From an optimization exercise on the open Yosys and OpenROAD flow, aimed at small area, a short achievable clock period and few clock cycles per item; shortcuts taken in it are not production practice. Function was checked by simulation only, so behaviour that the tests miss may differ from the original. Power and IR drop assume default switching activity.

## vector_exe_unit
module vector_exe_unit (
   input  logic        clk,
   input  logic        reset,
   input  logic        opcode_vld,
   input  logic [31:0] opcode0,
   input  logic [31:0] opcode1,
   input  logic        ls_busy,
   output logic        inst_buff_full,
   output logic        ls_req_valid,
   output logic        ls_req_write,
   output logic [4:0]  ls_req_vreg,
   output logic [31:0] ls_req_addr,
   output logic [31:0] ls_req_length
);
For scale: roughly 1,800 cells after synthesis, about 140 I/O pins.
make LEC_CHECK=0 CAP_MARGIN=20 CORE_MARGIN=2 CORE_UTILIZATION=40 CTS_CLUSTER_DIAMETER=60 CTS_CLUSTER_SIZE=25 SETUP_SLACK_MARGIN=2.0 SLEW_MARGIN=20 TNS_END_PERCENT=0 finish   # period 4.0 ns
run.sh (not shown) runs the stock make flow with config.mk's settings and CLKGATE_MAP_FILE= SYNTH_SCRIPT=/design/flow/synth_recipe.tcl, a recipe that flattens the netlist after the stock synthesis.
Testbench counts at the start, summed over its fixed seeds: cycles 17,684, items 19,384.
Change:
- CTS_CLUSTER_DIAMETER: 60 -> 90
- CTS_CLUSTER_SIZE: 25 -> 30
- SETUP_SLACK_MARGIN: 2.0 -> 2.05
- TNS_END_PERCENT: 0 -> unset
The changed run finished with timing, DRC and antenna clean.
Total power climbs by about 1.2%.
Final cell count goes up by 5.7%.
Global-route usage grows by 2.7 points.
Combinational power grows by about 30%.
Setup slack loses 0.061 ns.
Routed wire length climbs by 27%.
Cell area is higher by 9.3%.
Non-clock buffer count rises by 194.
Utilization goes up by 4.5 points.
Clock skew went down by 0.0031 ns.
Change:
- SETUP_SLACK_MARGIN: 2.05 -> 2.2
- TNS_END_PERCENT: unset -> 0
Result:
- wire length falls by about a fifth
- non-clock buffer count falls by 199
- maximum frequency rises slightly
- via count falls by roughly a tenth
- register-to-register slack improves by 0.03 ns
- sequential share of layout area rises by 7.3 points
- global-route usage falls by 2.6 points
- synthesized area stays the same
- utilization falls by 5.7 points
Change:
- CORE_UTILIZATION: 40 -> 60
- CTS_CLUSTER_DIAMETER: 90 -> 60
- CTS_CLUSTER_SIZE: 30 -> 25
- PLACE_DENSITY: unset -> 0.75
- SETUP_SLACK_MARGIN: 2.2 -> 2.0
- TNS_END_PERCENT: 0 -> unset
What happened:
- final area came out higher by 5.8%
- global-route usage came out higher by 13 points
- routed wire length came out higher by about 14%
- total power came out higher by about 11%
- first-iteration DRC count came out higher by about 40%
- clock power came out higher by about 30%
Change:
- CORE_UTILIZATION: 60 -> 40
- PLACE_DENSITY: 0.75 -> unset
- TNS_END_PERCENT: unset -> 10
=>
- The changed run passed the timing, DRC and antenna checks
- clock skew rose by 0.014 ns
- routed wire length falls slightly
- flip-flop and latch count stays the same
- clock-buffer cell count increases by 2
- clock power rises by a little under a tenth
- synthesized cell count is unchanged
- cell count came out higher by roughly a tenth
- synthesized area is unchanged
- utilization goes down by 25 points
- setup slack hardly moves

---

Setup of wip/cedar:
vector_exe_unit again, from the RTL that the note above started with.
export LEC_CHECK = 0
export CAP_MARGIN = 20
export CORE_MARGIN = 2
export CORE_UTILIZATION = 40
export CTS_CLUSTER_DIAMETER = 90
export CTS_CLUSTER_SIZE = 30
export PLACE_DENSITY = 0.5
export SETUP_SLACK_MARGIN = 2.0
export SLEW_MARGIN = 20
create_clock -name core_clock -period 4.0 [get_ports {clk}]
Testbench counts of wip/cedar, summed over its fixed seeds: cycles 17,684, items 19,384.
The following lists how wip/amber was set up differently from wip/cedar:
Settings: ABC_AREA: unset -> 1; PLACE_DENSITY: 0.5 -> unset.
## What came out
wip/amber vs wip/cedar, wire length of the first global-routing pass went down by 4.7%.
The part of the cycle the worst path needs reported for wip/amber is greater than that of wip/cedar by 2.6 points.
Compared with wip/cedar, wip/amber instantiates a larger number of standard cells.
Summary — non-clock buffer count, wip/amber relative to wip/cedar: higher, by 14.
Compared wip/amber vs wip/cedar, and first-pass iteration count of the detailed router is down in wip/amber.
Compared with wip/cedar, wip/amber shows share of synthesized area spent on multiplexers lower by 5.3 points.
Max worst setup slack across wip/amber and wip/cedar: wip/cedar
wip/amber against wip/cedar: total routing usage reported by global routing shrank by 2.3 points; power density over the cells grew by about 9%.
Inputs modified between wip/amber and wip/ember:
Settings: ABC_AREA removed (was 1); TNS_END_PERCENT newly set to 0.
## What came out
On total via count after detailed routing: between wip/ember and wip/amber, it ends up lower for wip/ember.
Instance count after placement with tap cells included was lower in wip/ember than in wip/amber.
On smallest setup slack after layout, wip/ember does better than wip/amber.
Fraction of the core area covered by cells at the end of the flow: wip/ember vs wip/amber down 2.7 points
In the metrics for wip/ember and wip/amber, the one carrying the higher clock group share of total power is wip/ember.
The higher growth of design area from synthesis to finish of wip/ember and wip/amber is in wip/amber.
Changes observed in wip/ember relative to wip/amber: wire length has decreased, fmax has increased, number of setup buffers added after CTS has decreased.
Looking at number of buffers other than clock buffers in the final layout across wip/ember and wip/amber, the one that comes out lower is wip/ember.
Of wip/ember and wip/amber, wip/amber shows the lower clock-buffer cell count, with wip/ember above it.
The inputs of wip/violet differ from those of wip/ember as listed below.
Settings: a deleted TNS_END_PERCENT that had been 0; an added PLACE_DENSITY of 0.7.
### Flow results
- Between wip/ember and wip/violet, the flow reports cell area after layout increasing by a little under 10%.
- The minimum clock period after layout reported for wip/violet is greater than that of wip/ember by 17 ps.
- Note that the net switching power of the design recorded for wip/ember amounts to 0.907 times the value seen in wip/violet.
- The HPWL after detailed placement number comes out lower for wip/violet vs wip/ember.
- Delta (wip/violet minus wip/ember): total cell area at the placement stage was more or less identical, ratio of cells with drive above 1 in the final layout went up by 12 points, total number of multi-input combinational cells was more or less identical.
- Post-cts resize count: wip/ember and wip/violet compared, lower one is wip/ember
- Relative to wip/ember, detailed-route wire length has gone up in wip/violet.
- Sequential share of layout area ended up 5.0 points lower on wip/violet than on wip/ember.

---

vector_exe_unit, a different RTL version from the one above (not shown whole).
Size in the first run: ~1800 cells after synthesis, ~780 flip-flops, roughly 140 I/O pins, roughly 30000 um^2 of cells after synthesis.
export LEC_CHECK = 0
export CAP_MARGIN = 20
export CORE_MARGIN = 2
export CORE_UTILIZATION = 40
export CTS_CLUSTER_DIAMETER = 90
export CTS_CLUSTER_SIZE = 30
export SETUP_SLACK_MARGIN = 2.0
export SLEW_MARGIN = 20
create_clock -name core_clock -period 4.0 [get_ports {clk}]
Testbench counts at the start, summed over its fixed seeds: cycles 17,684, items 19,384.
Rerun with:
CTS_CLUSTER_DIAMETER = 80   (was 90)
- final cell count is lower by 0.43%
- area after synthesis does not change
- cell area fell by 0.85%
- non-clock buffer count is lower by 19
- core utilization goes down by 0.41 points
- global-route usage went up by 0.11 points
- register-to-register slack gains 110 ps
- total power fell by 0.45%
- first-iteration DRC count fell by 4.2%
- synthesized cell count is unchanged
Rerun with:
SETUP_SLACK_MARGIN = 2.1   (was 2.0)
Outcome: Area after synthesis stays the same; core utilization grows by 3.7 points; cell count grows by 4.7%; routed wire length grows by 18%; total power grows by 7.2%.

---

RTL: one of the versions met above, not the one the previous note started from.
For scale: roughly 1800 cells after synthesis, roughly 780 flip-flops, ~140 I/O pins, roughly 30000 µm² of cells after synthesis.
Settings: LEC_CHECK=0, CAP_MARGIN=20, CORE_MARGIN=2, CORE_UTILIZATION=40, CTS_CLUSTER_DIAMETER=90, CTS_CLUSTER_SIZE=30, SETUP_SLACK_MARGIN=2.0, SLEW_MARGIN=20; clock period 4.0 ns.
The starting point produced a clean layout.
Testbench counts at the start, summed over its fixed seeds: cycles 17,684, items 19,384.
Change:
- CTS_CLUSTER_DIAMETER: 90 -> 60
- CTS_CLUSTER_SIZE: 30 -> 25
Sequential power barely changes.
Design area climbs by 3.5%.
Worst setup slack gets worse by 0.020 ns.
Die area does not change.
Critical path depth falls by 1.
Cell count rises by 1.9%.
Count of clock-buffer cells in the layout goes up by 6.
Change:
- CTS_CLUSTER_DIAMETER: 60 -> 90
- CTS_CLUSTER_SIZE: 25 -> 30
- TNS_END_PERCENT: unset -> 5
- The new run ran to the end with no violations
- core utilization went down by 2.1 points
- cell count went down by 2.3%
- register-to-register slack is worse by 0.10 ns
- routed wire length went down by 7.0%

---

vector_exe_unit again, from the RTL that the note above started with.
Settings: LEC_CHECK=0, CAP_MARGIN=20, CORE_MARGIN=2, CORE_UTILIZATION=40, CTS_CLUSTER_DIAMETER=90, CTS_CLUSTER_SIZE=30, GPL_ROUTABILITY_DRIVEN=0, SETUP_SLACK_MARGIN=2.0, SLEW_MARGIN=20; clock period 4.0 ns.
Testbench counts at the start, summed over its fixed seeds: cycles 17,684, items 19,384.
Rerun with:
GPL_ROUTABILITY_DRIVEN = unset   (was 0)
GPL_TIMING_DRIVEN = 0   (was unset)
Setup slack loses 0.19 ns. Global-route usage rose by 2.9 points. Cell area rose by a few percent. Area after synthesis stays the same. Power rose by a few percent. Cell count rose by a few percent. Combinational power rose by about a fifth.
Rerun with:
GPL_TIMING_DRIVEN = unset   (was 0)
SETUP_SLACK_MARGIN = 1.9   (was 2.0)
The new run went through all stages and came out clean.
Area after synthesis is unchanged.
Final area drops by 6.1%.
Clock-buffer cell count is lower by 1.
Routed wire length came out lower by about 11%.
Combinational power drops by about 17%.
Flip-flop and latch count is unchanged.
Global-route usage decreases by 3.7 points.
Hold slack degrades by 0.21 ns.
Synthesized cell count is unchanged.

-- what the ideal ports hide --
No port has a modelled driver above. Below, the same layouts with a new extraction and two added sets of constraints.
Step 1 assumes that a clkbuf_16 drives the clock port and a buf_2 every other input.
Step 2 adds t to the input delays and takes it off the output delays; t is the mean of the earliest and latest rising clock arrival at the registers after step 1. Input paths then give back, and output paths get back, about the clock's delay inside the block.
Three values: ideal, step 1, step 2; two values: the first two.
| run | t, ns | setup slack, ns | worst setup path at the end | worst data-port slew with drivers (ns) |
|---|---|---|---|---|
| the first run of note 1 | 0.669 | 1.891 / 1.871 / 1.250 | input to register | 0.08 |
| the second run of note 1 | 0.699 | 1.830 / 1.830 / 1.289 | input to register | 0.06 |
| the third run of note 1 | 0.694 | 1.850 / 1.858 / 1.186 | input to register | 0.07 |
| the fourth run of note 1 | 0.673 | 1.837 / 1.837 / 1.280 | input to register | 0.05 |
| the fifth run of note 1 | 0.669 | 1.837 / 1.776 / 1.273 | input to register | 0.05 |
| wip/cedar | 0.655 | 1.919 / 1.919 / 1.344 | input to register | 0.05 |
| wip/amber | 0.679 | 1.813 / 1.813 / 1.426 | input to register | 0.05 |
| wip/ember | 0.697 | 1.847 / 1.860 / 1.182 | input to register | 0.08 |
| wip/violet | 0.692 | 1.830 / 1.830 / 1.355 | input to register | 0.05 |
| the first run of note 3 | 0.647 | 1.901 / 1.885 / 1.320 | input to register | 0.07 |
| the second run of note 3 | 0.653 | 1.906 / 1.893 / 1.281 | input to register | 0.08 |
| the third run of note 3 | 0.662 | 1.894 / 1.870 / 1.297 | input to register | 0.08 |
| the first run of note 4 | 0.707 | 1.947 / 1.882 / 1.384 | input to register | 0.05 |
| the second run of note 4 | 0.669 | 1.927 / 1.926 / 1.397 | input to register | 0.05 |
| the third run of note 4 | 0.693 | 1.824 / 1.824 / 1.207 | input to register | 0.07 |
| the first run of note 5 | 0.698 | 1.917 / 1.864 / 1.379 | input to register | 0.06 |
| the second run of note 5 | 0.718 | 1.731 / 1.731 / 1.282 | input to register | 0.08 |
| the third run of note 5 | 0.692 | 1.837 / 1.798 / 1.181 | input to register | 0.06 |
After both steps every run listed still meets setup and hold. The setup slack of wip/ember, which loses most, moves by +0.013 ns with the drivers and by -0.665 ns with both steps.
